Source: an optimization exercise on an open RTL-to-GDS flow (aim: small area). Production flows keep margins and buffers that such runs may drop. Only simulation tests tie the RTL to the original design; equivalence was not proved. Power is estimated from default activity; no workload was simulated.

===== flow/run.sh =====
#!/bin/bash
# The standard layout (standard.sh) with two changes: the port buffers are
# the smallest buffer cell, and the clock tree uses clkbuf_4 leaf buffers on
# small clusters and clkbuf_8 above them, without dummy loads. Each ORFS step
# logs to orfs/logs; make's own output goes to standard.log here.
set -euo pipefail
export BUFFER_PORTS_ARGS="-buffer_cell sky130_fd_sc_hd__buf_1"
export CTS_ARGS="-sink_clustering_enable -repair_clock_nets -buf_list sky130_fd_sc_hd__clkbuf_8 -root_buf sky130_fd_sc_hd__clkbuf_8 -sink_clustering_buffer sky130_fd_sc_hd__clkbuf_4 -sink_clustering_size 10 -sink_clustering_max_diameter 40 -dont_use_dummy_load"
bash standard.sh > standard.log 2>&1

===== standard.sh =====
#!/bin/bash
# synth_recipe.tcl (not shown) runs the flow's synth.tcl, then flattens the netlist and writes it again
# the make line also repeats each setting of config.mk as NAME=value (left out here)
make -C /OpenROAD-flow-scripts/flow DESIGN_CONFIG=/design/flow/config.mk WORK_HOME=/design/flow/orfs CLKGATE_MAP_FILE= SYNTH_SCRIPT=/design/flow/synth_recipe.tcl "${@:-finish}"

===== config.mk =====
export PLATFORM = sky130hd
export DESIGN_NAME = consensus_acceptor
export DESIGN_NICKNAME = consensus_acceptor
export VERILOG_FILES = /design/flow/design.v
export SDC_FILE = /design/flow/constraint.sdc
export NUM_CORES = 4
export LEC_CHECK = 0
export CAP_MARGIN = 20
export CORE_MARGIN = 2
export CORE_UTILIZATION = 75
export SLEW_MARGIN = 20

===== constraint.sdc =====
create_clock -name core_clock -period 10.0 [get_ports {clk}]
set_input_delay 2.0000 -clock core_clock [delete_from_list [all_inputs] [get_ports {clk}]]
set_output_delay 2.0000 -clock core_clock [all_outputs]
set_load 0.01 [all_outputs]

===== design.v =====
package cac_pkg;
    localparam logic [2:0] FUNC_PREPARE   = 3'd0;
    localparam logic [2:0] FUNC_ACCEPT    = 3'd1;
    localparam logic [2:0] FUNC_PERSISTED = 3'd2;
    localparam logic [2:0] FUNC_RECOVER   = 3'd3;
    localparam logic [2:0] FUNC_TICK      = 3'd4;
    localparam logic [2:0] MSG_NONE      = 3'd0;
    localparam logic [2:0] MSG_PROMISE   = 3'd1;
    localparam logic [2:0] MSG_PREP_NACK = 3'd2;
    localparam logic [2:0] MSG_PERMIT    = 3'd3;
    localparam logic [2:0] MSG_ACC_NACK  = 3'd4;
    localparam int CFG_DATA_BITS = 32;
    localparam int TICK_BITS     = 32;
    typedef logic [0:0] cfg_idx_t;
    localparam cfg_idx_t CFG_ACTIVE   = 1'b0;
    localparam cfg_idx_t CFG_LIVENESS = 1'b1;
    localparam logic [TICK_BITS-1:0] LIVENESS_RESET = 32'd1000;
endpackage
module cac_queue #(
    parameter int WIDTH = 8
) (
    input  logic             clk,
    input  logic             rst_n,
    input  logic             push,
    input  logic [WIDTH-1:0] wdata,
    input  logic             pop,
    output logic [WIDTH-1:0] rdata,
    output logic             full,
    output logic             empty
);
    logic [WIDTH-1:0] entries_reg [4];
    logic [2:0]       wr_ptr_reg;
    logic [2:0]       rd_ptr_reg;
    assign full  = (wr_ptr_reg ^ rd_ptr_reg) == 3'b100;
    assign empty = wr_ptr_reg == rd_ptr_reg;
    logic [3:0] rd_oh_reg;
    always_comb
    begin
        rdata = '0;
        for (int i = 0; i < 4; i++)
            rdata = rdata | (entries_reg[i] & {WIDTH{rd_oh_reg[i]}});
    end
    always_ff @(posedge clk or negedge rst_n)
    begin
        if (!rst_n)
            rd_oh_reg <= 4'b0001;
        else if (pop)
            rd_oh_reg <= {rd_oh_reg[2:0], rd_oh_reg[3]};
    end
    always_ff @(posedge clk or negedge rst_n)
    begin
        if (!rst_n)
        begin
            wr_ptr_reg <= '0;
            rd_ptr_reg <= '0;
        end
        else
        begin
            if (push)
                wr_ptr_reg <= wr_ptr_reg + 3'd1;
            if (pop)
                rd_ptr_reg <= rd_ptr_reg + 3'd1;
        end
    end
    always_ff @(posedge clk)
    begin
        if (push)
            entries_reg[wr_ptr_reg[1:0]] <= wdata;
    end
endmodule
module cac_front #(
    parameter int ID_BITS    = 48,
    parameter int VALUE_BITS = 64,
    parameter int UID_BITS   = 16,
    parameter int POOL_BITS  = ID_BITS - UID_BITS,
    parameter int ENT_BITS   = 5 + ID_BITS + UID_BITS + VALUE_BITS
) (
    input  logic                               clk,
    input  logic                               rst_n,
    input  logic                               req_valid,
    output logic                               req_ready,
    input  logic [2:0]                         req_func,
    input  logic [UID_BITS-1:0]                req_from_uid,
    input  logic [ID_BITS-1:0]                 req_proposal_id,
    input  logic [ID_BITS-1:0]                 req_accepted_in,
    input  logic [VALUE_BITS-1:0]              req_value,
    input  logic                               cfg_we,
    input  cac_pkg::cfg_idx_t                  cfg_index,
    input  logic [cac_pkg::CFG_DATA_BITS-1:0]  cfg_data,
    input  logic                               q_full,
    output logic                               push,
    output logic [ENT_BITS-1:0]                ent,
    output logic [POOL_BITS-1:0]               pool0,
    output logic [POOL_BITS-1:0]               pool1
);
    logic                          active_reg;
    logic [cac_pkg::TICK_BITS-1:0] window_reg;
    logic [cac_pkg::TICK_BITS-1:0] idle_reg, idle_next;
    logic [1:0]          op;
    logic                flag;
    logic                expired;
    logic [UID_BITS-1:0] aux;
    logic                is_rec;
    logic                last_rec_reg;
    logic                cur_reg;
    logic                slot;
    logic [POOL_BITS-1:0] pool_reg [2];
    assign req_ready = !q_full;
    assign push      = req_valid && !q_full;
    always_ff @(posedge clk or negedge rst_n)
    begin
        if (!rst_n)
        begin
            active_reg <= 1'b1;
            window_reg <= cac_pkg::LIVENESS_RESET;
        end
        else if (cfg_we)
        begin
            if (cfg_index == cac_pkg::CFG_ACTIVE)
                active_reg <= cfg_data[0];
            else
                window_reg <= cfg_data[cac_pkg::TICK_BITS-1:0];
        end
    end
    always_comb
    begin
        idle_next = idle_reg;
        if (req_func == cac_pkg::FUNC_PREPARE)
            idle_next = '0;
        else if (req_func == cac_pkg::FUNC_TICK && idle_reg != '1)
            idle_next = idle_reg + 1'b1;
    end
    logic idle_gt, idle_eq, idle_sat, is_tick;
    assign idle_gt  = idle_reg > window_reg;
    assign idle_eq  = idle_reg == window_reg;
    assign idle_sat = idle_reg == '1;
    assign is_tick  = req_func == cac_pkg::FUNC_TICK;
    assign expired  = req_func != cac_pkg::FUNC_PREPARE
                      && (idle_gt || (is_tick && !idle_sat && idle_eq));
    always_ff @(posedge clk or negedge rst_n)
    begin
        if (!rst_n)
            idle_reg <= '0;
        else if (push)
            idle_reg <= idle_next;
    end
    assign op   = req_func[2] ? 2'd3 : req_func[1:0];
    assign flag = req_func[2] ? 1'b0 : ((req_func[1:0] == 2'd3) ? 1'b1 : active_reg);
    assign is_rec = req_func == cac_pkg::FUNC_RECOVER;
    assign slot   = last_rec_reg ? cur_reg : !cur_reg;
    assign aux    = is_rec ? req_accepted_in[UID_BITS-1:0] : req_from_uid;
    assign ent    = {op, flag, expired, slot, req_proposal_id, aux, req_value};
    assign pool0  = pool_reg[0];
    assign pool1  = pool_reg[1];
    always_ff @(posedge clk or negedge rst_n)
    begin
        if (!rst_n)
        begin
            last_rec_reg <= 1'b0;
            cur_reg      <= 1'b0;
        end
        else if (push)
        begin
            last_rec_reg <= is_rec;
            if (is_rec)
                cur_reg <= slot;
        end
    end
    always_ff @(posedge clk)
    begin
        if (push && is_rec)
            pool_reg[slot] <= req_accepted_in[ID_BITS-1:UID_BITS];
    end
endmodule
module cac_back #(
    parameter int ID_BITS    = 48,
    parameter int VALUE_BITS = 64,
    parameter int UID_BITS   = 16,
    parameter int POOL_BITS  = ID_BITS - UID_BITS,
    parameter int ENT_BITS   = 5 + ID_BITS + UID_BITS + VALUE_BITS
) (
    input  logic                  clk,
    input  logic                  rst_n,
    input  logic [ENT_BITS-1:0]   ent,
    input  logic [POOL_BITS-1:0]  pool0,
    input  logic [POOL_BITS-1:0]  pool1,
    input  logic                  q_empty,
    output logic                  pop,
    output logic                  rsp_valid,
    input  logic                  rsp_ready,
    output logic [2:0]            rsp_msg_kind,
    output logic [UID_BITS-1:0]   rsp_dest_uid,
    output logic [ID_BITS-1:0]    rsp_msg_proposal_id,
    output logic [ID_BITS-1:0]    rsp_msg_other_id,
    output logic [VALUE_BITS-1:0] rsp_msg_value,
    output logic                  rsp_persist_needed,
    output logic                  rsp_prepare_expired,
    output logic                  rsp_last
);
    logic [1:0]            h_op;
    logic                  h_flag;
    logic                  h_exp;
    logic [ID_BITS-1:0]    h_pid;
    logic                  h_slot;
    logic [UID_BITS-1:0]   h_uid;
    logic [VALUE_BITS-1:0] h_val;
    logic [ID_BITS-1:0]    h_acc;
    assign {h_op, h_flag, h_exp, h_slot, h_pid, h_uid, h_val} = ent;
    assign h_acc = {h_slot ? pool1 : pool0, h_uid};
    logic [ID_BITS-1:0]    promised_reg;
    logic [ID_BITS-1:0]    acc_id_reg;
    logic [VALUE_BITS-1:0] acc_val_reg;
    logic                  prom_pend_reg;
    logic                  acc_pend_reg;
    logic [UID_BITS-1:0]   prom_uid_reg;
    logic [UID_BITS-1:0]   acc_uid_reg;
    logic                  prom_clr_reg;  
    logic                  acc_clr_reg;   
    logic                  out_valid_reg;
    logic                  second_reg;
    logic [2:0]            kind_reg;
    logic                  live_reg;      
    logic                  exp_reg;
    logic [UID_BITS-1:0]   uid_reg;
    logic [ID_BITS-1:0]    pid_reg;
    logic slot_free;
    logic load_second;
    assign slot_free   = !out_valid_reg || rsp_ready;
    assign load_second = slot_free && second_reg;
    assign pop         = slot_free && !second_reg && !q_empty;
    logic pid_eq_prom, pid_lt_prom, prom_zero, dup;
    logic is_prep, is_acc, is_pers, is_rec;
    logic prep_promise, prep_take, prep_nack;
    logic acc_permit, acc_take, acc_nack;
    logic set_prom, set_acc;
    logic [2:0] kind_d;
    logic live_d, two_d;
    assign prom_zero   = prom_clr_reg || promised_reg == '0;
    assign pid_eq_prom = !prom_zero && h_pid == promised_reg;
    assign pid_lt_prom = !prom_zero && h_pid < promised_reg;
    assign dup         = !acc_clr_reg && acc_id_reg != '0 && h_pid == acc_id_reg && h_val == acc_val_reg;
    assign is_prep = h_op == 2'd0;
    assign is_acc  = h_op == 2'd1;
    assign is_pers = h_op == 2'd2;
    assign is_rec  = h_op == 2'd3 && h_flag;
    assign prep_promise = is_prep && pid_eq_prom;
    assign prep_take    = is_prep && !pid_eq_prom && !pid_lt_prom && !prom_pend_reg;
    assign prep_nack    = is_prep && pid_lt_prom;
    assign acc_permit   = is_acc && dup;
    assign acc_take     = is_acc && !dup && !pid_lt_prom && !acc_pend_reg;
    assign acc_nack     = is_acc && !dup && pid_lt_prom;
    assign set_prom = pop && (prep_take || acc_take || is_rec);
    assign set_acc  = pop && (acc_take || is_rec);
    always_comb
    begin
        kind_d = cac_pkg::MSG_NONE;
        live_d = 1'b0;
        two_d  = 1'b0;
        if (h_flag)
        begin
            if (prep_promise)
                kind_d = cac_pkg::MSG_PROMISE;
            else if (prep_nack)
                kind_d = cac_pkg::MSG_PREP_NACK;
            else if (acc_permit)
                kind_d = cac_pkg::MSG_PERMIT;
            else if (acc_nack)
                kind_d = cac_pkg::MSG_ACC_NACK;
            else if (is_pers)
            begin
                live_d = 1'b1;
                if (prom_pend_reg)
                begin
                    kind_d = cac_pkg::MSG_PROMISE;
                    two_d  = acc_pend_reg;
                end
                else if (acc_pend_reg)
                    kind_d = cac_pkg::MSG_PERMIT;
            end
        end
    end
    always_ff @(posedge clk or negedge rst_n)
    begin
        if (!rst_n)
        begin
            prom_clr_reg  <= 1'b1;
            acc_clr_reg   <= 1'b1;
            prom_pend_reg <= 1'b0;
            acc_pend_reg  <= 1'b0;
        end
        else
        begin
            if (set_prom)
                prom_clr_reg <= 1'b0;
            if (set_acc)
                acc_clr_reg <= 1'b0;
            if (pop && prep_take && h_flag)
                prom_pend_reg <= 1'b1;
            else if (pop && is_pers)
                prom_pend_reg <= 1'b0;
            if (pop && acc_take && h_flag)
                acc_pend_reg <= 1'b1;
            else if (pop && is_pers)
                acc_pend_reg <= 1'b0;
        end
    end
    always_ff @(posedge clk)
    begin
        if (set_prom)
            promised_reg <= h_pid;
        if (set_acc)
        begin
            acc_id_reg  <= is_rec ? h_acc : h_pid;
            acc_val_reg <= h_val;
        end
        if (pop && prep_take && h_flag)
            prom_uid_reg <= h_uid;
        if (pop && acc_take && h_flag)
            acc_uid_reg <= h_uid;
    end
    always_ff @(posedge clk or negedge rst_n)
    begin
        if (!rst_n)
        begin
            out_valid_reg <= 1'b0;
            second_reg    <= 1'b0;
        end
        else if (pop)
        begin
            out_valid_reg <= 1'b1;
            second_reg    <= two_d;
        end
        else if (load_second)
        begin
            out_valid_reg <= 1'b1;
            second_reg    <= 1'b0;
        end
        else if (rsp_ready)
            out_valid_reg <= 1'b0;
    end
    always_ff @(posedge clk)
    begin
        if (pop)
        begin
            kind_reg <= kind_d;
            live_reg <= live_d;
            exp_reg  <= h_exp;
            uid_reg  <= h_uid;
            pid_reg  <= h_pid;
        end
        else if (load_second)
            kind_reg <= cac_pkg::MSG_PERMIT;
    end
    logic k_promise, k_permit, k_nack;
    assign k_promise = kind_reg == cac_pkg::MSG_PROMISE;
    assign k_permit  = kind_reg == cac_pkg::MSG_PERMIT;
    assign k_nack    = kind_reg == cac_pkg::MSG_PREP_NACK || kind_reg == cac_pkg::MSG_ACC_NACK;
    assign rsp_valid           = out_valid_reg;
    assign rsp_msg_kind        = kind_reg;
    assign rsp_dest_uid        = !live_reg ? (kind_reg != cac_pkg::MSG_NONE ? uid_reg : '0)
                               : k_promise ? prom_uid_reg
                               : k_permit  ? acc_uid_reg : '0;
    assign rsp_msg_proposal_id = k_promise ? promised_reg
                               : k_permit  ? acc_id_reg
                               : k_nack    ? pid_reg : '0;
    assign rsp_msg_other_id    = (k_promise && !acc_clr_reg) ? acc_id_reg
                               : k_nack    ? promised_reg : '0;
    assign rsp_msg_value       = ((k_promise || k_permit) && !acc_clr_reg) ? acc_val_reg : '0;
    assign rsp_persist_needed  = prom_pend_reg || acc_pend_reg;
    assign rsp_prepare_expired = exp_reg;
    assign rsp_last            = !second_reg;
endmodule
module consensus_acceptor #(
    parameter int ID_BITS     = 48,
    parameter int VALUE_BITS  = 64,
    parameter int UID_BITS    = 16,
    parameter int QUEUE_DEPTH = 4
) (
    input  logic                               clk,
    input  logic                               rst_n,
    input  logic                               req_valid,
    output logic                               req_ready,
    input  logic [2:0]                         req_func,
    input  logic [UID_BITS-1:0]                req_from_uid,
    input  logic [ID_BITS-1:0]                 req_proposal_id,
    input  logic [ID_BITS-1:0]                 req_accepted_in,
    input  logic [VALUE_BITS-1:0]              req_value,
    output logic                               rsp_valid,
    input  logic                               rsp_ready,
    output logic [2:0]                         rsp_msg_kind,
    output logic [UID_BITS-1:0]                rsp_dest_uid,
    output logic [ID_BITS-1:0]                 rsp_msg_proposal_id,
    output logic [ID_BITS-1:0]                 rsp_msg_other_id,
    output logic [VALUE_BITS-1:0]              rsp_msg_value,
    output logic                               rsp_persist_needed,
    output logic                               rsp_prepare_expired,
    output logic                               rsp_last,
    input  logic                               cfg_we,
    input  cac_pkg::cfg_idx_t                  cfg_index,
    input  logic [cac_pkg::CFG_DATA_BITS-1:0]  cfg_data
);
    localparam int POOL_BITS = ID_BITS - UID_BITS;
    localparam int ENT_BITS  = 5 + ID_BITS + UID_BITS + VALUE_BITS;
    logic                q_push;
    logic                q_pop;
    logic                q_full;
    logic                q_empty;
    logic [ENT_BITS-1:0] q_wdata;
    logic [ENT_BITS-1:0] q_rdata;
    logic [POOL_BITS-1:0] pool0;
    logic [POOL_BITS-1:0] pool1;
    cac_front #(
        .ID_BITS    (ID_BITS),
        .VALUE_BITS (VALUE_BITS),
        .UID_BITS   (UID_BITS),
        .POOL_BITS  (POOL_BITS),
        .ENT_BITS   (ENT_BITS)
    ) u_front (
        .clk             (clk),
        .rst_n           (rst_n),
        .req_valid       (req_valid),
        .req_ready       (req_ready),
        .req_func        (req_func),
        .req_from_uid    (req_from_uid),
        .req_proposal_id (req_proposal_id),
        .req_accepted_in (req_accepted_in),
        .req_value       (req_value),
        .cfg_we          (cfg_we),
        .cfg_index       (cfg_index),
        .cfg_data        (cfg_data),
        .q_full          (q_full),
        .push            (q_push),
        .ent             (q_wdata),
        .pool0           (pool0),
        .pool1           (pool1)
    );
    cac_queue #(
        .WIDTH (ENT_BITS)
    ) u_queue (
        .clk   (clk),
        .rst_n (rst_n),
        .push  (q_push),
        .wdata (q_wdata),
        .pop   (q_pop),
        .rdata (q_rdata),
        .full  (q_full),
        .empty (q_empty)
    );
    cac_back #(
        .ID_BITS    (ID_BITS),
        .VALUE_BITS (VALUE_BITS),
        .UID_BITS   (UID_BITS),
        .POOL_BITS  (POOL_BITS),
        .ENT_BITS   (ENT_BITS)
    ) u_back (
        .clk                 (clk),
        .rst_n               (rst_n),
        .ent                 (q_rdata),
        .pool0               (pool0),
        .pool1               (pool1),
        .q_empty             (q_empty),
        .pop                 (q_pop),
        .rsp_valid           (rsp_valid),
        .rsp_ready           (rsp_ready),
        .rsp_msg_kind        (rsp_msg_kind),
        .rsp_dest_uid        (rsp_dest_uid),
        .rsp_msg_proposal_id (rsp_msg_proposal_id),
        .rsp_msg_other_id    (rsp_msg_other_id),
        .rsp_msg_value       (rsp_msg_value),
        .rsp_persist_needed  (rsp_persist_needed),
        .rsp_prepare_expired (rsp_prepare_expired),
        .rsp_last            (rsp_last)
    );
endmodule

==> flow_summary.html, run 1 <==
<table>
<tr><th>Metric</th><th>Value</th></tr>
<tr><th colspan="2">Critical path</th></tr>
<tr><td>Path depth of the worst reg2reg path</td><td>12</td></tr>
<tr><td>Required time of the critical path</td><td>10.36 ns</td></tr>
<tr><td>Kind of capture point of the worst setup path</td><td>flip-flop</td></tr>
<tr><td>Worst endpoint data arrival time</td><td>6.50 ns</td></tr>
<tr><td>Origin of the critical flop-to-flop path</td><td>u_queue.rd_oh_reg[2]</td></tr>
<tr><td>Worst Path Max Fanout</td><td>59</td></tr>
<tr><td>Type of origin of the critical path</td><td>flip-flop</td></tr>
<tr><td>Reg-to-reg slack, setup</td><td>3.86 ns</td></tr>
<tr><td>Worst reg2reg endpoint</td><td>u_back.acc_id_reg[44]</td></tr>
<tr><td>Critical path class</td><td>reg2reg</td></tr>
<tr><th colspan="2">Power and ir drop</th></tr>
<tr><td>Leakage component of the power</td><td>16.1 nW</td></tr>
<tr><td>Register share of total power</td><td>59.0%</td></tr>
<tr><td>Max VDD drop</td><td>0.158 mV</td></tr>
<tr><td>Proportion of total power due to net switching</td><td>31.4%</td></tr>
<tr><td>Total power per unit cell area</td><td>209 nW/um^2</td></tr>
<tr><td>Combinational fraction of design power</td><td>21.4%</td></tr>
<tr><td>Overall power of the completed layout</td><td>9.02 mW</td></tr>
<tr><td>Net switching power figure</td><td>2.83 mW</td></tr>
<tr><td>Clk pwr share</td><td>19.6%</td></tr>
<tr><td>Int Pwr</td><td>6.19 mW</td></tr>
<tr><th colspan="2">GRT</th></tr>
<tr><td>Met3 capacity usage during global routing</td><td>11.8%</td></tr>
<tr><td>Via count of the first global-routing pass</td><td>27814</td></tr>
<tr><td>Wire length of the first global-routing pass</td><td>170 mm</td></tr>
<tr><td>Largest net degree at the start of global routing</td><td>89</td></tr>
<tr><td>Global routing usage summed across all routing layers</td><td>41.4%</td></tr>
<tr><td>Met1 capacity usage during global routing</td><td>57.2%</td></tr>
<tr><td>Antenna violations before repair</td><td>29</td></tr>
<tr><td>GRT met2 Usage</td><td>62.2%</td></tr>
<tr><td>GRT overflow</td><td>0</td></tr>
<tr><td>Busiest layer in global routing</td><td>met2</td></tr>
<tr><th colspan="2">STA</th></tr>
<tr><td>Fmax</td><td>163 MHz</td></tr>
<tr><td>Setup tns final</td><td>0 ns</td></tr>
<tr><td>Relative slew slack</td><td>25.6%</td></tr>
<tr><td>Worst-case hold slack</td><td>0.488 ns</td></tr>
<tr><td>Number of setup violations in the final report</td><td>0</td></tr>
<tr><td>Final Hold Vio Count</td><td>0</td></tr>
<tr><td>Final max-slew violation count</td><td>0</td></tr>
<tr><td>Worst setup slack after layout</td><td>3.86 ns</td></tr>
<tr><td>Worst slew pin tran</td><td>1.10 ns</td></tr>
<tr><td>Fraction of the cycle the final worst path needs</td><td>61.4%</td></tr>
<tr><td>Final period demand of the worst path</td><td>6.14 ns</td></tr>
<tr><td>Clock Skew</td><td>0.0985 ns</td></tr>
<tr><td>RSZ-0062 raised after global routing</td><td>false</td></tr>
<tr><th colspan="2">Floorplanning</th></tr>
<tr><td>Initial standard-cell utilization of the core</td><td>75.9%</td></tr>
<tr><td>Die Span X</td><td>235 um</td></tr>
<tr><td>Core area</td><td>52600 um^2</td></tr>
<tr><td>Die ar.</td><td>55100 um^2</td></tr>
<tr><td>Boundary Pins</td><td>401</td></tr>
<tr><td>Number of placement rows</td><td>84</td></tr>
<tr><td>Chip Height</td><td>235 um</td></tr>
<tr><th colspan="2">Min path</th></tr>
<tr><td>Hold Path Origin</td><td>u_queue.wr_ptr_reg[2]</td></tr>
<tr><td>Worst min-delay path endpoint</td><td>u_queue.wr_ptr_reg[2]</td></tr>
<tr><td>Worst hold path type</td><td>reg2reg</td></tr>
<tr><td>Number of cells on the worst hold path</td><td>1</td></tr>
<tr><th colspan="2">Routing</th></tr>
<tr><td>Aggregate routed wire length</td><td>116 mm</td></tr>
<tr><td>Routed len/inst</td><td>28.6 um</td></tr>
<tr><td>Number of detailed-routing iterations run before antenna repair</td><td>7</td></tr>
<tr><td>Detail-routed via count per cell</td><td>7.13</td></tr>
<tr><td>ANT nets after route</td><td>0</td></tr>
<tr><td>Overall via count from detail_route</td><td>29013</td></tr>
<tr><td>Count of unresolved DRC violations after routing</td><td>0</td></tr>
<tr><td>Number of DRC markers in iteration 0</td><td>4439</td></tr>
<tr><th colspan="2">Layout</th></tr>
<tr><td>Final-stage net count</td><td>3660</td></tr>
<tr><td>Fin util</td><td>82.2%</td></tr>
<tr><td>Largest register FFs</td><td>532</td></tr>
<tr><td>Non-Filler Instances</td><td>4068</td></tr>
<tr><td>Area added between synthesis and finish</td><td>8.30%</td></tr>
<tr><td>Proportion of layout cells with a drive suffix above 1</td><td>7.84%</td></tr>
<tr><td>Post-layout instance area</td><td>43200 um^2</td></tr>
<tr><th colspan="2">Yosys</th></tr>
<tr><td>Main synth FF type</td><td>edfxtp_1</td></tr>
<tr><td>Post-synthesis cell area</td><td>39900 um^2</td></tr>
<tr><td>Distinct cell type count after synthesis</td><td>59</td></tr>
<tr><td>Post-synth ARST share</td><td>8.83%</td></tr>
<tr><td>Yosys Warn Count</td><td>3</td></tr>
<tr><td>Mapped Nets</td><td>3238</td></tr>
<tr><td>Share of the yosys chip area belonging to registers</td><td>69.7%</td></tr>
<tr><td>Post-synth EDFFs</td><td>857</td></tr>
<tr><td>Post-synthesis cell count</td><td>2935</td></tr>
<tr><td>Average instance area after synthesis</td><td>13.6 um^2</td></tr>
<tr><td>Synth Register Bits</td><td>940</td></tr>
<tr><th colspan="2">Clock network</th></tr>
<tr><td>Clock latency on the worst-skew pair</td><td>0.75 ns</td></tr>
<tr><td>Maximum number of buffers from clock root to sink</td><td>3</td></tr>
<tr><td>Clock-pin slew on the worst setup and hold paths</td><td>0.10 ns</td></tr>
<tr><td>Clock root cell</td><td>clkbuf_8</td></tr>
<tr><td>CTS Hold Bufs</td><td>0</td></tr>
<tr><td>Count of H-tree levels built during CTS</td><td>3</td></tr>
<tr><td>Count of clock tree sinks</td><td>940</td></tr>
<tr><td>Clock tree from TritonCTS</td><td>built</td></tr>
<tr><td>Inserted Clock Buffers</td><td>119</td></tr>
<tr><td>Resized Gates After CTS</td><td>0</td></tr>
<tr><td>Post-CTS setup-driven buffer insertion count</td><td>0</td></tr>
<tr><th colspan="2">Status</th></tr>
<tr><td>Result of the run</td><td>timing/DRC/antenna clean</td></tr>
<tr><th colspan="2">Placement</th></tr>
<tr><td>Port bufs</td><td>400</td></tr>
<tr><td>Placed wire-length estimate</td><td>78.0 mm</td></tr>
<tr><td>Number of cells in the design after placement</td><td>3923</td></tr>
<tr><td>Post-Place Setup Slack</td><td>3.81 ns</td></tr>
<tr><td>RD Place Congestion</td><td>0.939</td></tr>
<tr><td>Placed cell area</td><td>42200 um^2</td></tr>
<tr><th colspan="2">Run</th></tr>
<tr><td>Number of max-cap violations</td><td>0</td></tr>
</table>
[power by group through the flow]
stage	clock (mW)	combinational, mW	sequential (mW)
after floorplan	0	1.11	5.40
after global placement	0	1.80	5.35
after detailed placement	0	1.90	5.40
after CTS	1.76	1.90	5.31
after global routing	1.91	2.05	5.37
final	1.76	1.93	5.32
[final cells by class]
cell class / instances / area, um^2
Inverter: 104 / 390
Clock buffer: 119 / 950
Timing Repair Buffer: 443 / 1910
Fill cell: 2844 / 9350
Tap cell: 688 / 861
Multi-Input combinational cell: 1749 / 11200
Sequential cell: 940 / 27800
Antenna cell: 25 / 62.6
[worst max-delay path: stages (launching register included)]
cell and delay, ns:
dfrtp_4 0.96, buf_4 0.50, buf_4 0.65, a22oi_1 0.27
and3_1 0.23, nor4_1 0.77, nand4_1 0.19, nor4_1 0.51
nand4_1 0.45, nand2b_2 0.34, o21ai_4 0.19, buf_16 0.23
buf_4 0.33
[Yosys cell counts (38+ instances only)]
library cell | instances | share of area (%)
edfxtp_1 | 857 | 65
nand2_1 | 332 | 3.1
a22oi_1 | 302 | 5.7
a21oi_1 | 137 | 1.7
o21ai_0 | 135 | 1.7
inv_1 | 104 | 0.98
nor2_1 | 101 | 0.95
ha_1 | 86 | 2.7
clkbuf_1 | 80 | 0.75
and3_1 | 75 | 1.2
dfrtp_1 | 73 | 4.6
and2_1 | 72 | 1.1
nor4_1 | 63 | 0.99
nand3_1 | 57 | 0.72
a22o_1 | 56 | 1.2
mux2_2 | 54 | 1.5
nand4_1 | 47 | 0.74
a31oi_1 | 45 | 0.71
buf_2 | 38 | 0.48
[worst max path at each step]
stage	start	cells past startpoint	slack [ns]	end
2_1_floorplan	rsp_ready	6	0.86	u_back.acc_id_reg[0]
3_3_place_gp	u_queue.rd_oh_reg[2]	14	3.93	u_back.acc_val_reg[22]
3_5_place_dp	u_queue.rd_oh_reg[2]	14	3.81	u_back.acc_val_reg[30]
4_1_cts	u_queue.rd_oh_reg[2]	14	3.73	u_back.acc_id_reg[40]
5_1_grt	u_queue.rd_oh_reg[2]	12	3.90	u_back.acc_id_reg[44]
6_report	u_queue.rd_oh_reg[2]	12	3.86	u_back.acc_id_reg[44]
[cell families (layout without fill, tap and decap cells)]
group / after synthesis / in the layout / synth area share [%]
buffers and inverters: 246 / 666 / 2.45
other: 0 / 25 / 0
AND/OR/NAND/NOR: 814 / 814 / 9.94
adder cells (fa/ha/maj): 86 / 86 / 2.70
flip-flops: 940 / 940 / 69.7
multiplexers: 70 / 70 / 1.93
XOR/XNOR: 38 / 38 / 0.834
AO/OA/AOI/OAI: 741 / 741 / 12.4
[cells in the final DEF, fill, tap and decap left out, types with 62 or more instances in the layout]
cell type	instances
edfxtp_1	857
buf_1	399
nand2_1	331
a22oi_1	302
a21oi_1	137
o21ai_0	134
clkbuf_4	111
inv_1	104
nor2_1	97
ha_1	86
and2_1	71
and3_1	71
dfrtp_1	70
nor4_1	62
[layer usage]
| layer | vias to the layer above | share of wire [%] |
|---|---|---|
| li1 | 12168 | - |
| met1 | 13918 | 34 |
| met2 | 2502 | 45 |
| met3 | 405 | 15 |
| met4 | 20 | 5.2 |
| met5 | - | 0.11 |
==> run 2, diff against run 1 <==
--- a/design.v
+++ b/design.v
@@ -104,7 +104,8 @@
     logic                last_rec_reg;
     logic                cur_reg;
     logic                slot;
-    logic [POOL_BITS-1:0] pool_reg [2];
+    logic [POOL_BITS-1:0] pool0_reg;
+    logic [POOL_BITS-1:0] pool1_reg;
     assign req_ready = !q_full;
     assign push      = req_valid && !q_full;
     always_ff @(posedge clk or negedge rst_n)
@@ -150,8 +151,8 @@
     assign slot   = last_rec_reg ? cur_reg : !cur_reg;
     assign aux    = is_rec ? req_accepted_in[UID_BITS-1:0] : req_from_uid;
     assign ent    = {op, flag, expired, slot, req_proposal_id, aux, req_value};
-    assign pool0  = pool_reg[0];
-    assign pool1  = pool_reg[1];
+    assign pool0  = pool0_reg;
+    assign pool1  = pool1_reg;
     always_ff @(posedge clk or negedge rst_n)
     begin
         if (!rst_n)
@@ -168,8 +169,10 @@
     end
     always_ff @(posedge clk)
     begin
-        if (push && is_rec)
-            pool_reg[slot] <= req_accepted_in[ID_BITS-1:UID_BITS];
+        if (push && is_rec && !slot)
+            pool0_reg <= req_accepted_in[ID_BITS-1:UID_BITS];
+        if (push && is_rec && slot)
+            pool1_reg <= req_accepted_in[ID_BITS-1:UID_BITS];
     end
 endmodule
 module cac_back #(
@@ -218,7 +221,10 @@
     logic                  acc_clr_reg;   
     logic                  out_valid_reg;
     logic                  second_reg;
-    logic [2:0]            kind_reg;
+    logic                  k_promise;
+    logic                  k_permit;
+    logic                  k_pnack;
+    logic                  k_anack;
     logic                  live_reg;      
     logic                  exp_reg;
     logic [UID_BITS-1:0]   uid_reg;
@@ -342,30 +348,39 @@
     begin
         if (pop)
         begin
-            kind_reg <= kind_d;
-            live_reg <= live_d;
+            k_promise <= kind_d == cac_pkg::MSG_PROMISE;
+            k_permit  <= kind_d == cac_pkg::MSG_PERMIT;
+            k_pnack   <= kind_d == cac_pkg::MSG_PREP_NACK;
+            k_anack   <= kind_d == cac_pkg::MSG_ACC_NACK;
+            live_reg  <= live_d;
             exp_reg  <= h_exp;
             uid_reg  <= h_uid;
             pid_reg  <= h_pid;
         end
         else if (load_second)
-            kind_reg <= cac_pkg::MSG_PERMIT;
+        begin
+            k_promise <= 1'b0;
+            k_permit  <= 1'b1;
+        end
     end
-    logic k_promise, k_permit, k_nack;
-    assign k_promise = kind_reg == cac_pkg::MSG_PROMISE;
-    assign k_permit  = kind_reg == cac_pkg::MSG_PERMIT;
-    assign k_nack    = kind_reg == cac_pkg::MSG_PREP_NACK || kind_reg == cac_pkg::MSG_ACC_NACK;
+    logic k_nack, s_oacc, s_val, s_du, s_dp, s_da;
+    assign k_nack = k_pnack || k_anack;
+    assign s_oacc = k_promise && !acc_clr_reg;
+    assign s_val  = (k_promise || k_permit) && !acc_clr_reg;
+    assign s_du   = !live_reg && (k_promise || k_permit || k_nack);
+    assign s_dp   = live_reg && k_promise;
+    assign s_da   = live_reg && k_permit;
     assign rsp_valid           = out_valid_reg;
-    assign rsp_msg_kind        = kind_reg;
-    assign rsp_dest_uid        = !live_reg ? (kind_reg != cac_pkg::MSG_NONE ? uid_reg : '0)
-                               : k_promise ? prom_uid_reg
-                               : k_permit  ? acc_uid_reg : '0;
-    assign rsp_msg_proposal_id = k_promise ? promised_reg
-                               : k_permit  ? acc_id_reg
-                               : k_nack    ? pid_reg : '0;
-    assign rsp_msg_other_id    = (k_promise && !acc_clr_reg) ? acc_id_reg
-                               : k_nack    ? promised_reg : '0;
-    assign rsp_msg_value       = ((k_promise || k_permit) && !acc_clr_reg) ? acc_val_reg : '0;
+    assign rsp_msg_kind        = {k_anack, k_pnack || k_permit, k_promise || k_permit};
+    assign rsp_dest_uid        = (uid_reg & {UID_BITS{s_du}})
+                               | (prom_uid_reg & {UID_BITS{s_dp}})
+                               | (acc_uid_reg & {UID_BITS{s_da}});
+    assign rsp_msg_proposal_id = (promised_reg & {ID_BITS{k_promise}})
+                               | (acc_id_reg & {ID_BITS{k_permit}})
+                               | (pid_reg & {ID_BITS{k_nack}});
+    assign rsp_msg_other_id    = (acc_id_reg & {ID_BITS{s_oacc}})
+                               | (promised_reg & {ID_BITS{k_nack}});
+    assign rsp_msg_value       = acc_val_reg & {VALUE_BITS{s_val}};
     assign rsp_persist_needed  = prom_pend_reg || acc_pend_reg;
     assign rsp_prepare_expired = exp_reg;
     assign rsp_last            = !second_reg;
--- a/config.mk
+++ b/config.mk
@@ -7,5 +7,5 @@
 export LEC_CHECK = 0
 export CAP_MARGIN = 20
 export CORE_MARGIN = 2
-export CORE_UTILIZATION = 75
+export CORE_UTILIZATION = 70
 export SLEW_MARGIN = 20
==> run 2 against run 1 <==
Effect of this change: critical endpoint is now u_back.acc_id_reg[43]; final area down 1.1%; critical path type unchanged; cell count shrank 0.84%; first-iteration DRC count fell by 6.5%; global-route usage down 3.4 points; fmax increased by 6.8%; largest cell class unchanged.
==> flow_summary.html, run 2 <==
<table>
<tr><th>Metric</th><th>Value</th></tr>
<tr><th colspan="2">Yosys</th></tr>
<tr><td>Post-synth ARST share</td><td>8.82% (was 8.83%)</td></tr>
<tr><td>Synth Register Bits</td><td>941 (was 940)</td></tr>
<tr><td>Post-synthesis cell area</td><td>39500 um^2 (was 39900 um^2)</td></tr>
<tr><td>Distinct cell type count after synthesis</td><td>57 (was 59)</td></tr>
<tr><td>Mapped Nets</td><td>3140 (was 3238)</td></tr>
<tr><td>Most common cell in the netlist</td><td>edfxtp_1 (unchanged)</td></tr>
<tr><td>Dominant cells by area after synthesis</td><td>edfxtp_1 (65%), a22oi_1 (4.8%), dfrtp_1 (4.6%) (was edfxtp_1 (65%), a22oi_1 (5.7%), dfrtp_1 (4.6%))</td></tr>
<tr><td>Main synth FF type</td><td>edfxtp_1 (unchanged)</td></tr>
<tr><td>Largest area contributor in the synthesized netlist</td><td>edfxtp_1 (unchanged)</td></tr>
<tr><td>Most instantiated cells after synthesis</td><td>edfxtp_1 (858), nand2_1 (272), a22oi_1 (252) (was edfxtp_1 (857), nand2_1 (332), a22oi_1 (302))</td></tr>
<tr><td>Proportion of netlist area held by the largest area contributor</td><td>65.3% (was 64.5%)</td></tr>
<tr><td>Average instance area after synthesis</td><td>13.9 um^2 (was 13.6 um^2)</td></tr>
<tr><td>Post-synth EDFFs</td><td>858 (was 857)</td></tr>
<tr><td>Post-synthesis cell count</td><td>2837 (was 2935)</td></tr>
<tr><td>Yosys Warn Count</td><td>3 (unchanged)</td></tr>
<tr><td>Share of the yosys chip area belonging to registers</td><td>70.6% (was 69.7%)</td></tr>
<tr><th colspan="2">Critical path</th></tr>
<tr><td>Critical path class</td><td>reg2reg (unchanged)</td></tr>
<tr><td>Kind of capture point of the worst setup path</td><td>flip-flop (unchanged)</td></tr>
<tr><td>Type of origin of the critical path</td><td>flip-flop (unchanged)</td></tr>
<tr><td>Required time of the critical path</td><td>10.30 ns (was 10.36 ns)</td></tr>
<tr><td>Worst endpoint data arrival time</td><td>6.05 ns (was 6.50 ns)</td></tr>
<tr><td>Worst Path Max Fanout</td><td>107 (was 59)</td></tr>
<tr><th colspan="2">GRT</th></tr>
<tr><td>Wire length of the first global-routing pass</td><td>162 mm (was 170 mm)</td></tr>
<tr><td>Antenna violations before repair</td><td>25 (was 29)</td></tr>
<tr><td>Largest net degree at the start of global routing</td><td>108 (was 89)</td></tr>
<tr><td>Via count of the first global-routing pass</td><td>26023 (was 27814)</td></tr>
<tr><td>GRT overflow</td><td>0 (unchanged)</td></tr>
<tr><td>Global routing usage summed across all routing layers</td><td>38.0% (was 41.4%)</td></tr>
<tr><th colspan="2">Placement</th></tr>
<tr><td>Placed cell area</td><td>41700 um^2 (was 42200 um^2)</td></tr>
<tr><td>RD Place Congestion</td><td>0.971 (was 0.939)</td></tr>
<tr><td>Placed wire-length estimate</td><td>74.3 mm (was 78.0 mm)</td></tr>
<tr><td>Port bufs</td><td>400 (unchanged)</td></tr>
<tr><td>Post-Place Setup Slack</td><td>4.44 ns (was 3.81 ns)</td></tr>
<tr><th colspan="2">Clock network</th></tr>
<tr><td>Clock-pin slew on the worst setup and hold paths</td><td>0.11 ns (was 0.10 ns)</td></tr>
<tr><td>CTS Hold Bufs</td><td>0 (unchanged)</td></tr>
<tr><td>Post-CTS setup-driven buffer insertion count</td><td>0 (unchanged)</td></tr>
<tr><td>Clock root cell</td><td>clkbuf_8 (unchanged)</td></tr>
<tr><td>Maximum number of buffers from clock root to sink</td><td>3 (unchanged)</td></tr>
<tr><td>Resized Gates After CTS</td><td>0 (unchanged)</td></tr>
<tr><td>Clock tree from TritonCTS</td><td>built (unchanged)</td></tr>
<tr><td>Count of H-tree levels built during CTS</td><td>3 (unchanged)</td></tr>
<tr><td>Inserted Clock Buffers</td><td>120 (was 119)</td></tr>
<tr><td>Clock latency on the worst-skew pair</td><td>0.74 ns (was 0.75 ns)</td></tr>
<tr><td>Count of clock tree sinks</td><td>941 (was 940)</td></tr>
<tr><th colspan="2">Floorplanning</th></tr>
<tr><td>Number of placement rows</td><td>87 (was 84)</td></tr>
<tr><td>Die ar.</td><td>58300 um^2 (was 55100 um^2)</td></tr>
<tr><td>Chip Height</td><td>241 um (was 235 um)</td></tr>
<tr><td>Initial standard-cell utilization of the core</td><td>70.4% (was 75.9%)</td></tr>
<tr><td>Die Span X</td><td>241 um (was 235 um)</td></tr>
<tr><td>Core area</td><td>56100 um^2 (was 52600 um^2)</td></tr>
<tr><td>Boundary Pins</td><td>401 (unchanged)</td></tr>
<tr><th colspan="2">Layout</th></tr>
<tr><td>Area added between synthesis and finish</td><td>8.22% (was 8.30%)</td></tr>
<tr><td>Final-stage net count</td><td>3569 (was 3660)</td></tr>
<tr><td>Leading cell types in the layout, fill and taps excluded</td><td>edfxtp_1 (858), buf_1 (399), nand2_1 (272), a22oi_1 (252), inv_1 (171) (was edfxtp_1 (857), buf_1 (399), nand2_1 (331), a22oi_1 (302), a21oi_1 (137))</td></tr>
<tr><td>Largest register FFs</td><td>532 (unchanged)</td></tr>
<tr><td>Most common cell after layout, fill and taps aside</td><td>edfxtp_1 (unchanged)</td></tr>
<tr><td>Proportion of layout cells with a drive suffix above 1</td><td>7.63% (was 7.84%)</td></tr>
<tr><td>Post-layout instance area</td><td>42700 um^2 (was 43200 um^2)</td></tr>
<tr><th colspan="2">Routing</th></tr>
<tr><td>ANT nets after route</td><td>0 (unchanged)</td></tr>
<tr><td>Number of detailed-routing iterations run before antenna repair</td><td>10 (was 7)</td></tr>
<tr><td>Aggregate routed wire length</td><td>111 mm (was 116 mm)</td></tr>
<tr><td>Number of DRC markers in iteration 0</td><td>4152 (was 4439)</td></tr>
<tr><td>Routed len/inst</td><td>27.5 um (was 28.6 um)</td></tr>
<tr><td>Count of unresolved DRC violations after routing</td><td>0 (unchanged)</td></tr>
<tr><td>Detail-routed via count per cell</td><td>6.84 (was 7.13)</td></tr>
<tr><td>Overall via count from detail_route</td><td>27597 (was 29013)</td></tr>
<tr><th colspan="2">Power and ir drop</th></tr>
<tr><td>Register share of total power</td><td>57.7% (was 59.0%)</td></tr>
<tr><td>Clk pwr share</td><td>19.3% (was 19.6%)</td></tr>
<tr><td>Proportion of total power due to net switching</td><td>32.2% (was 31.4%)</td></tr>
<tr><td>Leakage component of the power</td><td>15.0 nW (was 16.1 nW)</td></tr>
<tr><td>Combinational fraction of design power</td><td>23.0% (was 21.4%)</td></tr>
<tr><td>Total power per unit cell area</td><td>214 nW/um^2 (was 209 nW/um^2)</td></tr>
<tr><td>Max VDD drop</td><td>0.146 mV (was 0.158 mV)</td></tr>
<tr><td>Net switching power figure</td><td>2.94 mW (was 2.83 mW)</td></tr>
<tr><td>Int Pwr</td><td>6.20 mW (was 6.19 mW)</td></tr>
<tr><th colspan="2">Min path</th></tr>
<tr><td>Worst hold path type</td><td>reg2reg (unchanged)</td></tr>
<tr><th colspan="2">STA</th></tr>
<tr><td>Clock Skew</td><td>0.0740 ns (was 0.0985 ns)</td></tr>
<tr><td>Worst setup slack after layout</td><td>4.25 ns (was 3.86 ns)</td></tr>
<tr><td>Final max-slew violation count</td><td>0 (unchanged)</td></tr>
<tr><td>Setup tns final</td><td>0 ns (unchanged)</td></tr>
<tr><td>Final Hold Vio Count</td><td>0 (unchanged)</td></tr>
<tr><td>Number of setup violations in the final report</td><td>0 (unchanged)</td></tr>
<tr><td>Fraction of the cycle the final worst path needs</td><td>57.5% (was 61.4%)</td></tr>
<tr><td>RSZ-0062 raised after global routing</td><td>false (unchanged)</td></tr>
<tr><td>Worst slew pin tran</td><td>1.10 ns (about the same)</td></tr>
<tr><td>Relative slew slack</td><td>26.7% (was 25.6%)</td></tr>
<tr><td>Fmax</td><td>174 MHz (was 163 MHz)</td></tr>
<tr><td>Final period demand of the worst path</td><td>5.75 ns (was 6.14 ns)</td></tr>
<tr><th colspan="2">Run</th></tr>
<tr><td>Number of max-cap violations</td><td>0 (unchanged)</td></tr>
<tr><th colspan="2">Status</th></tr>
<tr><td>Result of the run</td><td>timing/DRC/antenna clean (unchanged)</td></tr>
</table>
[run 2: changes by cell type after synthesis, sizes merged, moves of 16 or more]
cell	change
inv	+67
mux2i	-16
o21ai	-60
a22oi	-49
a22o	-47
nand2	-60
a222oi	+64
nand3	-16
[run 2: worst paths after layout]
path,start,to,slack (ns),depth (start not counted)
min,u_front.cur_reg,u_front.cur_reg,0.50,1
max reg2reg,u_queue.rd_oh_reg[2],u_back.acc_id_reg[43],4.25,12
min reg2reg,u_front.cur_reg,u_front.cur_reg,0.50,1
max in group asynchronous,rst_n,u_queue.rd_oh_reg[1],7.87,2
max,u_queue.rd_oh_reg[2],u_back.acc_id_reg[43],4.25,12
min in group asynchronous,rst_n,u_front.window_reg[25],1.49,2
[run 2: worst max-delay path: stages (launching register included)]
cell      delay, ns
dfrtp_4        0.73
buf_4          0.43
a221oi_1       0.86
inv_1          0.22
ha_1           0.37
nand4_1        0.19
or4_1          0.57
nor3_1         0.27
o41ai_1        0.14
o211ai_1       0.34
a31oi_1        0.29
nor2_4         0.28
buf_12         0.59
[run 2: stage by stage]
stage / cells / hold WS [ns] / util, % / power (mW)
floorplan: 2837 / 0.454 / - / 6.48
global placement: 3898 / 0.475 / 74.3 / 7.33
detailed placement: 3900 / 0.483 / 74.4 / 7.41
CTS: 4020 / 0.498 / 76.1 / 9.11
global route: 4028 / 0.527 / 76.2 / 9.48
finish: 4034 / 0.499 / 76.2 / 9.14
[run 2: logic make-up after synthesis]
family          Yosys count  synth area share, %
compound gates          652                 11.5
xor+xnor                 33                0.732
fa+ha+maj                86                 2.73
buf+inv                 303                 3.23
flops                   941                 70.6
mux                      50                 1.43
simple gates            772                 9.85
[run 2: cell type report]
class | instances | area, um^2
sequential | 941 | 27900
fill | 3570 | 13400
multi-input combinational | 1593 | 10400
timing repair buffer | 438 | 1850
clock buffer | 120 | 957
tap | 756 | 946
inverter | 172 | 646
antenna | 14 | 35.0
[run 2: power by group through the flow]
stage	clock, mW	sequential [mW]	combinational, mW
final	1.77	5.27	2.10
after detailed placement	0	5.35	2.06
after CTS	1.78	5.26	2.07
after floorplan	0	5.36	1.12
after global routing	1.93	5.31	2.24
after global placement	0	5.32	2.02
[run 2: per-layer routing]
metal	wire length [um]	GRT usage [%]	vias to the layer above
met3	15000	11.1	279
li1	-	-	11835
met1	41400	53.8	13527
met5	147	0	-
met4	4150	13.7	24
met2	50300	56.9	1932
==> run 3, diff against run 2 <==
--- a/design.v
+++ b/design.v
@@ -241,10 +241,12 @@
     logic set_prom, set_acc;
     logic [2:0] kind_d;
     logic live_d, two_d;
-    assign prom_zero   = prom_clr_reg || promised_reg == '0;
+    logic pid_zero;
+    assign pid_zero    = h_pid == '0;
+    assign prom_zero   = prom_clr_reg;
     assign pid_eq_prom = !prom_zero && h_pid == promised_reg;
     assign pid_lt_prom = !prom_zero && h_pid < promised_reg;
-    assign dup         = !acc_clr_reg && acc_id_reg != '0 && h_pid == acc_id_reg && h_val == acc_val_reg;
+    assign dup         = !acc_clr_reg && !pid_zero && h_pid == acc_id_reg && h_val == acc_val_reg;
     assign is_prep = h_op == 2'd0;
     assign is_acc  = h_op == 2'd1;
     assign is_pers = h_op == 2'd2;
@@ -297,7 +299,7 @@
         else
         begin
             if (set_prom)
-                prom_clr_reg <= 1'b0;
+                prom_clr_reg <= pid_zero;
             if (set_acc)
                 acc_clr_reg <= 1'b0;
             if (pop && prep_take && h_flag)
==> run 3 against run 2 <==
Effect of this change: combinational power down 31%; first-iteration DRC count down 11%; power fell by 7.3%; register-to-register slack got worse by 0.65 ns; global-route usage increased by 0.32 points; synthesized cell count decreased by 5.3%; sequential share of layout area grew 0.71 points; hold slack worse by 0.00093 ns; count of clock-buffer cells in the layout down 2; area after synthesis decreased by 0.77%; non-clock buffer count decreased by 3; largest power group unchanged.
==> flow_summary.html, run 3 <==
<table>
<tr><th>Metric</th><th>Value</th></tr>
<tr><th colspan="2">Status</th></tr>
<tr><td>Result of the run</td><td>timing/DRC/antenna clean (unchanged)</td></tr>
<tr><th colspan="2">STA</th></tr>
<tr><td>Number of setup violations in the final report</td><td>0 (unchanged)</td></tr>
<tr><td>Final max-slew violation count</td><td>0 (unchanged)</td></tr>
<tr><td>Worst-case hold slack</td><td>0.498 ns (was 0.499 ns)</td></tr>
<tr><td>Final period demand of the worst path</td><td>6.40 ns (was 5.75 ns)</td></tr>
<tr><td>Final Hold Vio Count</td><td>0 (unchanged)</td></tr>
<tr><td>Fraction of the cycle the final worst path needs</td><td>64.0% (was 57.5%)</td></tr>
<tr><td>Worst setup slack after layout</td><td>3.60 ns (was 4.25 ns)</td></tr>
<tr><td>RSZ-0062 raised after global routing</td><td>false (unchanged)</td></tr>
<tr><td>Fmax</td><td>156 MHz (was 174 MHz)</td></tr>
<tr><td>Setup tns final</td><td>0 ns (unchanged)</td></tr>
<tr><td>Relative slew slack</td><td>29.9% (was 26.7%)</td></tr>
<tr><td>Clock Skew</td><td>0.0718 ns (was 0.0740 ns)</td></tr>
<tr><td>Worst slew pin tran</td><td>1.05 ns (was 1.10 ns)</td></tr>
<tr><th colspan="2">Routing</th></tr>
<tr><td>Count of unresolved DRC violations after routing</td><td>0 (unchanged)</td></tr>
<tr><td>Routed len/inst</td><td>28.6 um (was 27.5 um)</td></tr>
<tr><td>Detail-routed via count per cell</td><td>6.75 (was 6.84)</td></tr>
<tr><td>Overall via count from detail_route</td><td>26151 (was 27597)</td></tr>
<tr><td>ANT nets after route</td><td>0 (unchanged)</td></tr>
<tr><td>Number of detailed-routing iterations run before antenna repair</td><td>9 (was 10)</td></tr>
<tr><td>Aggregate routed wire length</td><td>111 mm (about the same)</td></tr>
<tr><td>Number of DRC markers in iteration 0</td><td>3689 (was 4152)</td></tr>
<tr><th colspan="2">Critical path</th></tr>
<tr><td>Kind of capture point of the worst setup path</td><td>flip-flop (unchanged)</td></tr>
<tr><td>Type of origin of the critical path</td><td>flip-flop (unchanged)</td></tr>
<tr><td>Worst reg2reg endpoint</td><td>u_back.acc_val_reg[26] (was u_back.acc_id_reg[43])</td></tr>
<tr><td>CP delay by family, top</td><td>compound AO/OA/AOI/OAI gates (unchanged)</td></tr>
<tr><td>Origin of the critical flop-to-flop path</td><td>u_queue.rd_oh_reg[0] (was u_queue.rd_oh_reg[2])</td></tr>
<tr><td>Required time of the critical path</td><td>10.33 ns (was 10.30 ns)</td></tr>
<tr><td>Path depth of the worst reg2reg path</td><td>11 (was 12)</td></tr>
<tr><td>Reg-to-reg slack, setup</td><td>3.60 ns (was 4.25 ns)</td></tr>
<tr><td>Critical path's slowest cell</td><td>dfstp_4 (was a221oi_1)</td></tr>
<tr><td>Stages on the worst setup path</td><td>11 (was 12)</td></tr>
<tr><td>Worst-path cell chain</td><td>buf_4 -&gt; a22oi_1 -&gt; nand2_1 -&gt; ha_1 -&gt; nand4_1 -&gt; nor4_1 -&gt; nand3_1 -&gt; o2111ai_1 -&gt; nand4_2 -&gt; a21oi_4 -&gt; buf_4 (was buf_4 -&gt; a221oi_1 -&gt; inv_1 -&gt; ha_1 -&gt; nand4_1 -&gt; or4_1 -&gt; nor3_1 -&gt; o41ai_1 -&gt; o211ai_1 -&gt; a31oi_1 -&gt; nor2_4 -&gt; buf_12)</td></tr>
<tr><td>Worst endpoint data arrival time</td><td>6.73 ns (was 6.05 ns)</td></tr>
<tr><td>Start point of the critical path</td><td>u_queue.rd_oh_reg[0] (was u_queue.rd_oh_reg[2])</td></tr>
<tr><td>Slowest Stage Delay on Critical Path</td><td>1.18 ns (was 0.86 ns)</td></tr>
<tr><td>Bufs and invs on worst path</td><td>2 (was 3)</td></tr>
<tr><td>CP most frequent cell</td><td>buf_4</td></tr>
<tr><td>End point of the critical path</td><td>u_back.acc_val_reg[26] (was u_back.acc_id_reg[43])</td></tr>
<tr><td>Worst Path Max Fanout</td><td>58 (was 107)</td></tr>
<tr><td>Critical path class</td><td>reg2reg (unchanged)</td></tr>
<tr><th colspan="2">Placement</th></tr>
<tr><td>Placed wire-length estimate</td><td>75.0 mm (was 74.3 mm)</td></tr>
<tr><td>Port bufs</td><td>400 (unchanged)</td></tr>
<tr><td>Post-Place Setup Slack</td><td>3.76 ns (was 4.44 ns)</td></tr>
<tr><td>RD Place Congestion</td><td>0.946 (was 0.971)</td></tr>
<tr><th colspan="2">Clock network</th></tr>
<tr><td>CTS Hold Bufs</td><td>0 (unchanged)</td></tr>
<tr><td>Clock latency on the worst-skew pair</td><td>0.73 ns (was 0.74 ns)</td></tr>
<tr><td>Count of clock tree sinks</td><td>941 (unchanged)</td></tr>
<tr><td>Inserted Clock Buffers</td><td>118 (was 120)</td></tr>
<tr><td>Maximum number of buffers from clock root to sink</td><td>3 (unchanged)</td></tr>
<tr><td>Resized Gates After CTS</td><td>0 (unchanged)</td></tr>
<tr><td>Post-CTS setup-driven buffer insertion count</td><td>0 (unchanged)</td></tr>
<tr><td>Clock root cell</td><td>clkbuf_8 (unchanged)</td></tr>
<tr><td>Count of H-tree levels built during CTS</td><td>3 (unchanged)</td></tr>
<tr><td>Clock tree from TritonCTS</td><td>built (unchanged)</td></tr>
<tr><td>Clock-pin slew on the worst setup and hold paths</td><td>0.11 ns (about the same)</td></tr>
<tr><th colspan="2">Power and ir drop</th></tr>
<tr><td>Register share of total power</td><td>62.2% (was 57.7%)</td></tr>
<tr><td>Leakage component of the power</td><td>16.0 nW (was 15.0 nW)</td></tr>
<tr><td>Overall power of the completed layout</td><td>8.47 mW (was 9.14 mW)</td></tr>
<tr><td>Proportion of total power due to net switching</td><td>29.4% (was 32.2%)</td></tr>
<tr><td>Int Pwr</td><td>5.98 mW (was 6.20 mW)</td></tr>
<tr><td>Combinational fraction of design power</td><td>17.0% (was 23.0%)</td></tr>
<tr><td>Clk pwr share</td><td>20.7% (was 19.3%)</td></tr>
<tr><td>Total power per unit cell area</td><td>201 nW/um^2 (was 214 nW/um^2)</td></tr>
<tr><td>Max VDD drop</td><td>0.335 mV (was 0.146 mV)</td></tr>
<tr><td>Net switching power figure</td><td>2.49 mW (was 2.94 mW)</td></tr>
<tr><th colspan="2">GRT</th></tr>
<tr><td>Antenna violations before repair</td><td>28 (was 25)</td></tr>
<tr><td>GRT overflow</td><td>0 (unchanged)</td></tr>
<tr><td>Wire length of the first global-routing pass</td><td>160 mm (was 162 mm)</td></tr>
<tr><td>Global routing usage summed across all routing layers</td><td>38.3% (was 38.0%)</td></tr>
<tr><td>Via count of the first global-routing pass</td><td>25515 (was 26023)</td></tr>
<tr><td>Largest net degree at the start of global routing</td><td>135 (was 108)</td></tr>
<tr><th colspan="2">Layout</th></tr>
<tr><td>Largest register FFs</td><td>532 (unchanged)</td></tr>
<tr><td>Area added between synthesis and finish</td><td>7.88% (was 8.22%)</td></tr>
<tr><td>Proportion of layout cells with a drive suffix above 1</td><td>8.94% (was 7.63%)</td></tr>
<tr><td>Leading cell types in the layout, fill and taps excluded</td><td>edfxtp_1 (858), buf_1 (399), nand2_1 (259), a22oi_1 (220), inv_1 (189) (was edfxtp_1 (858), buf_1 (399), nand2_1 (272), a22oi_1 (252), inv_1 (171))</td></tr>
<tr><td>Number of fillers in the final layout</td><td>3472 (was 3570)</td></tr>
<tr><td>Fin util</td><td>76.5% (was 76.2%)</td></tr>
<tr><td>Most common cell after layout, fill and taps aside</td><td>edfxtp_1 (unchanged)</td></tr>
<tr><td>Final-stage net count</td><td>3413 (was 3569)</td></tr>
<tr><th colspan="2">Yosys</th></tr>
<tr><td>Proportion of netlist area held by the largest area contributor</td><td>65.8% (was 65.3%)</td></tr>
<tr><td>Post-synthesis cell area</td><td>39200 um^2 (was 39500 um^2)</td></tr>
<tr><td>Post-synth ARST share</td><td>8.82% (unchanged)</td></tr>
<tr><td>Main synth FF type</td><td>edfxtp_1 (unchanged)</td></tr>
<tr><td>Distinct cell type count after synthesis</td><td>72 (was 57)</td></tr>
<tr><td>Dominant cells by area after synthesis</td><td>edfxtp_1 (66%), dfrtp_1 (4.7%), a22oi_1 (4.2%) (was edfxtp_1 (65%), a22oi_1 (4.8%), dfrtp_1 (4.6%))</td></tr>
<tr><td>Largest area contributor in the synthesized netlist</td><td>edfxtp_1 (unchanged)</td></tr>
<tr><td>Yosys Warn Count</td><td>3 (unchanged)</td></tr>
<tr><td>Share of the yosys chip area belonging to registers</td><td>71.1% (was 70.6%)</td></tr>
<tr><td>Most common cell in the netlist</td><td>edfxtp_1 (unchanged)</td></tr>
<tr><td>Most instantiated cells after synthesis</td><td>edfxtp_1 (858), nand2_1 (259), a22oi_1 (220) (was edfxtp_1 (858), nand2_1 (272), a22oi_1 (252))</td></tr>
<tr><td>Post-synth EDFFs</td><td>858 (unchanged)</td></tr>
<tr><td>Synth Register Bits</td><td>941 (unchanged)</td></tr>
<tr><td>Mapped Nets</td><td>2987 (was 3140)</td></tr>
<tr><td>Post-synthesis cell count</td><td>2686 (was 2837)</td></tr>
<tr><td>Average instance area after synthesis</td><td>14.6 um^2 (was 13.9 um^2)</td></tr>
<tr><th colspan="2">Floorplanning</th></tr>
<tr><td>Boundary Pins</td><td>401 (unchanged)</td></tr>
<tr><td>Die ar.</td><td>57900 um^2 (was 58300 um^2)</td></tr>
<tr><td>Core area</td><td>55200 um^2 (was 56100 um^2)</td></tr>
<tr><td>Chip Height</td><td>241 um (about the same)</td></tr>
<tr><td>Die Span X</td><td>241 um (about the same)</td></tr>
<tr><td>Initial standard-cell utilization of the core</td><td>70.9% (was 70.4%)</td></tr>
<tr><td>Number of placement rows</td><td>86 (was 87)</td></tr>
<tr><th colspan="2">Run</th></tr>
<tr><td>Number of max-cap violations</td><td>0 (unchanged)</td></tr>
<tr><th colspan="2">Min path</th></tr>
<tr><td>Worst hold path type</td><td>reg2reg (unchanged)</td></tr>
</table>
-- run 3: metrics by stage --
step / std cells / cell area, um^2
4_1_cts: 3857 / 42200
3_5_place_dp: 3739 / 41200
6_report: 3875 / 42300
2_1_floorplan: 2686 / 39200
5_1_grt: 3867 / 42200
3_3_place_gp: 3739 / 41200
-- run 3: cell families (layout without fill, tap and decap cells) --
group	Yosys count	after routing	share of synthesized area (%)
AO/OA/AOI/OAI	578	578	11.2
adder cells (fa/ha/maj)	84	84	2.68
AND/OR/NAND/NOR	608	608	7.44
buffers and inverters	318	742	3.68
other	0	17	0
flip-flops	941	941	71.1
multiplexers	56	56	1.62
XOR/XNOR	101	101	2.26
-- run 3: routing by layer --
layer / part of all wire (%) / vias to the layer above / global-route usage (%)
met5: 0.16 / - / 0
met4: 5.4 / 26 / 18.8
met3: 12 / 339 / 9.30
met2: 48 / 1891 / 60.5
met1: 35 / 12800 / 50.5
li1: - / 11095 / -
-- run 3: worst reg2reg max path: stages (launching register included) --
cell       delay, ns
dfstp_4         1.18
buf_4           0.69
a22oi_1         0.24
nand2_1         0.27
ha_1            0.21
nand4_1         0.19
nor4_1          0.42
nand3_1         0.23
o2111ai_1       0.73
nand4_2         0.39
a21oi_4         0.66
buf_4           0.75
-- run 3: power groups by stage --
stage,Clock (mW),Combinational [mW],Sequential [mW]
after floorplan,0,0.789,5.37
after global placement,0,1.39,5.31
after detailed placement,0,1.41,5.35
after CTS,1.77,1.41,5.26
after global routing,1.89,1.52,5.32
final,1.76,1.44,5.27
-- run 3: cell type report --
class | instances | area (um^2) | area share, %
diodes | 17 | 42.5 | 0.101
flip-flops and latches | 941 | 27900 | 66.0
multi-input cells | 1427 | 9950 | 23.5
clock buffers | 118 | 942 | 2.23
well taps | 748 | 936 | 2.22
inverters | 189 | 709 | 1.68
repair buffers | 435 | 1800 | 4.27
-- run 3: how the worst min path moves through the flow --
stage | startpoint | end | slack, ns | cells after the start
3_5_place_dp | u_front.cur_reg | u_front.cur_reg | 0.48 | 1
5_1_grt | u_queue.wr_ptr_reg[2] | u_queue.wr_ptr_reg[2] | 0.50 | 1
4_1_cts | u_front.cur_reg | u_front.cur_reg | 0.49 | 1
2_1_floorplan | u_front.cur_reg | u_front.cur_reg | 0.46 | 1
6_report | u_front.cur_reg | u_front.cur_reg | 0.50 | 1
3_3_place_gp | u_front.cur_reg | u_front.cur_reg | 0.47 | 1
==> run 4, diff against run 3 <==
==> flow/run.sh (replaced) <==
#!/bin/bash
# The standard layout (standard.sh) with two changes: the port buffers are
# the smallest buffer cell, and the clock tree uses clkbuf_4 leaf buffers on
# small clusters and clkbuf_8 above them, without dummy loads. Each ORFS step
# logs to orfs/logs; make's own output goes to standard.log here.
set -euo pipefail
export BUFFER_PORTS_ARGS="-buffer_cell sky130_fd_sc_hd__buf_1"
export CTS_ARGS="-sink_clustering_enable -repair_clock_nets -buf_list sky130_fd_sc_hd__clkbuf_8 -root_buf sky130_fd_sc_hd__clkbuf_8 -sink_clustering_buffer sky130_fd_sc_hd__clkbuf_4 -sink_clustering_size 12 -sink_clustering_max_diameter 35 -dont_use_dummy_load"
bash standard.sh > standard.log 2>&1
==> run 4 against run 3 <==
Effect of this change: clock skew about the same; first-iteration DRC count increased by 4.1%; hold slack got worse by 0.0027 ns; final area increased by 0.49%; highest routed layer unchanged; utilization increased by 0.38 points; fmax decreased by 0.66%; synthesized cell count unchanged; wire length increased by 0.48%.
==> flow_summary.html, run 4 <==
<table>
<tr><th>Metric</th><th>Value</th></tr>
<tr><th colspan="2">Status</th></tr>
<tr><td>Result of the run</td><td>timing/DRC/antenna clean (unchanged)</td></tr>
<tr><th colspan="2">Routing</th></tr>
<tr><td>ANT nets after route</td><td>0 (unchanged)</td></tr>
<tr><td>Detail-routed via count per cell</td><td>6.77 (was 6.75)</td></tr>
<tr><td>Aggregate routed wire length</td><td>111 mm (about the same)</td></tr>
<tr><th colspan="2">GRT</th></tr>
<tr><td>Wire length of the first global-routing pass</td><td>161 mm (was 160 mm)</td></tr>
<tr><td>GRT overflow</td><td>0 (unchanged)</td></tr>
<tr><td>Largest net degree at the start of global routing</td><td>135 (unchanged)</td></tr>
<tr><th colspan="2">Critical path</th></tr>
<tr><td>Required time of the critical path</td><td>10.39 ns (was 10.33 ns)</td></tr>
<tr><td>Worst endpoint data arrival time</td><td>6.84 ns (was 6.73 ns)</td></tr>
<tr><td>Slowest Stage Delay on Critical Path</td><td>1.15 ns (was 1.18 ns)</td></tr>
<tr><td>Worst Path Max Fanout</td><td>58 (unchanged)</td></tr>
<tr><td>Critical path's slowest cell</td><td>dfstp_4 (unchanged)</td></tr>
<tr><td>Worst reg2reg endpoint</td><td>u_back.acc_id_reg[43] (was u_back.acc_val_reg[26])</td></tr>
<tr><td>Origin of the critical flop-to-flop path</td><td>u_queue.rd_oh_reg[0] (unchanged)</td></tr>
<tr><td>Critical path class</td><td>reg2reg (unchanged)</td></tr>
<tr><th colspan="2">Yosys</th></tr>
<tr><td>Mapped Nets</td><td>2987 (unchanged)</td></tr>
<tr><td>Proportion of netlist area held by the largest area contributor</td><td>65.8% (unchanged)</td></tr>
<tr><td>Dominant cells by area after synthesis</td><td>edfxtp_1 (66%), dfrtp_1 (4.7%), a22oi_1 (4.2%) (unchanged)</td></tr>
<tr><td>Average instance area after synthesis</td><td>14.6 um^2 (unchanged)</td></tr>
<tr><td>Share of the yosys chip area belonging to registers</td><td>71.1% (unchanged)</td></tr>
<tr><td>Main synth FF type</td><td>edfxtp_1 (unchanged)</td></tr>
<tr><th colspan="2">STA</th></tr>
<tr><td>RSZ-0062 raised after global routing</td><td>false (unchanged)</td></tr>
<tr><td>Fmax</td><td>155 MHz (was 156 MHz)</td></tr>
<tr><td>Final period demand of the worst path</td><td>6.44 ns (was 6.40 ns)</td></tr>
<tr><td>Setup tns final</td><td>0 ns (unchanged)</td></tr>
<tr><td>Final Hold Vio Count</td><td>0 (unchanged)</td></tr>
<tr><th colspan="2">Clock network</th></tr>
<tr><td>Post-CTS setup-driven buffer insertion count</td><td>0 (unchanged)</td></tr>
<tr><td>Clock-pin slew on the worst setup and hold paths</td><td>0.10 ns (was 0.11 ns)</td></tr>
<tr><td>Clock root cell</td><td>clkbuf_8 (unchanged)</td></tr>
<tr><th colspan="2">Layout</th></tr>
<tr><td>Area added between synthesis and finish</td><td>8.42% (was 7.88%)</td></tr>
<tr><td>Final-stage net count</td><td>3432 (was 3413)</td></tr>
<tr><td>Largest register FFs</td><td>532 (unchanged)</td></tr>
<tr><th colspan="2">Placement</th></tr>
<tr><td>Port bufs</td><td>400 (unchanged)</td></tr>
<tr><th colspan="2">Min path</th></tr>
<tr><td>Number of cells on the worst hold path</td><td>1 (unchanged)</td></tr>
</table>
run 4: metal layers:
layer | GRT usage [%] | part of all wire (%) | vias up
met4 | 20.0 | 5.3 | 18
met2 | 60.4 | 48 | 1892
met5 | 0 | 0.11 | -
met3 | 10.6 | 12 | 330
li1 | - | - | 11161
met1 | 50.3 | 35 | 13019
run 4: worst max-delay path by stage:
stage	slack, ns	startpoint	end	cells past startpoint
floorplan	1.42	rsp_ready	u_back.acc_id_reg[0]	5
detailed placement	3.76	u_queue.rd_oh_reg[0]	u_back.acc_id_reg[36]	11
CTS	3.76	u_queue.rd_oh_reg[0]	u_back.acc_id_reg[43]	11
finish	3.56	u_queue.rd_oh_reg[0]	u_back.acc_id_reg[43]	11
global route	3.32	u_queue.rd_oh_reg[0]	u_back.acc_val_reg[35]	11
global placement	3.93	u_queue.rd_oh_reg[0]	u_back.acc_id_reg[45]	11
run 4: kinds of logic after synthesis:
kind of cell / after synthesis / synth area share (%)
xor gates and xnor gates: 101 / 2.26
DFF: 941 / 71.1
muxes: 56 / 1.62
buffers and inverters: 318 / 3.68
adders and majority gates: 84 / 2.68
AOI/OAI and AO/OA: 578 / 11.2
and+or+nand+nor: 608 / 7.44
run 4: layout make-up:
cell class	instances	area (um^2)	area share, %
sequential	941	27900	65.6
multi-input combinational	1427	9950	23.4
timing repair buffer	435	1800	4.25
clock buffer	137	1130	2.67
tap	748	936	2.20
inverter	189	709	1.67
antenna	23	57.6	0.136
run 4: metrics by stage:
step | instance area, um^2 | setup slack (ns)
after floorplan | 39200 | 1.42
after global placement | 41200 | 3.93
after detailed placement | 41200 | 3.76
after CTS | 42400 | 3.76
after global routing | 42400 | 3.32
final | 42500 | 3.56
run 4: critical path, delay by kind of cell (launching register included):
family	cells	cell delay [ns]
simple gates	5	1.49
compound gates	3	1.66
flops	1	1.15
buf+inv	2	1.43
fa+ha+maj	1	0.21
run 4: where the power goes:
| part | total, mW | switching (mW) | internal [mW] |
|---|---|---|---|
| Combinational | 1.44 | 1.12 | 0.324 |
| Sequential | 5.27 | 0.203 | 5.07 |
| Clock | 1.91 | 1.20 | 0.708 |
| Total | 8.62 | 2.52 | 6.10 |

Setup slack of run 4, layout unchanged: 3.556 ns with ideal ports, 3.556 ns with driving cells assumed (clock clkbuf_16, inputs buf_2), 3.556 ns with port delays also shifted by the 0.826 ns mid clock arrival.
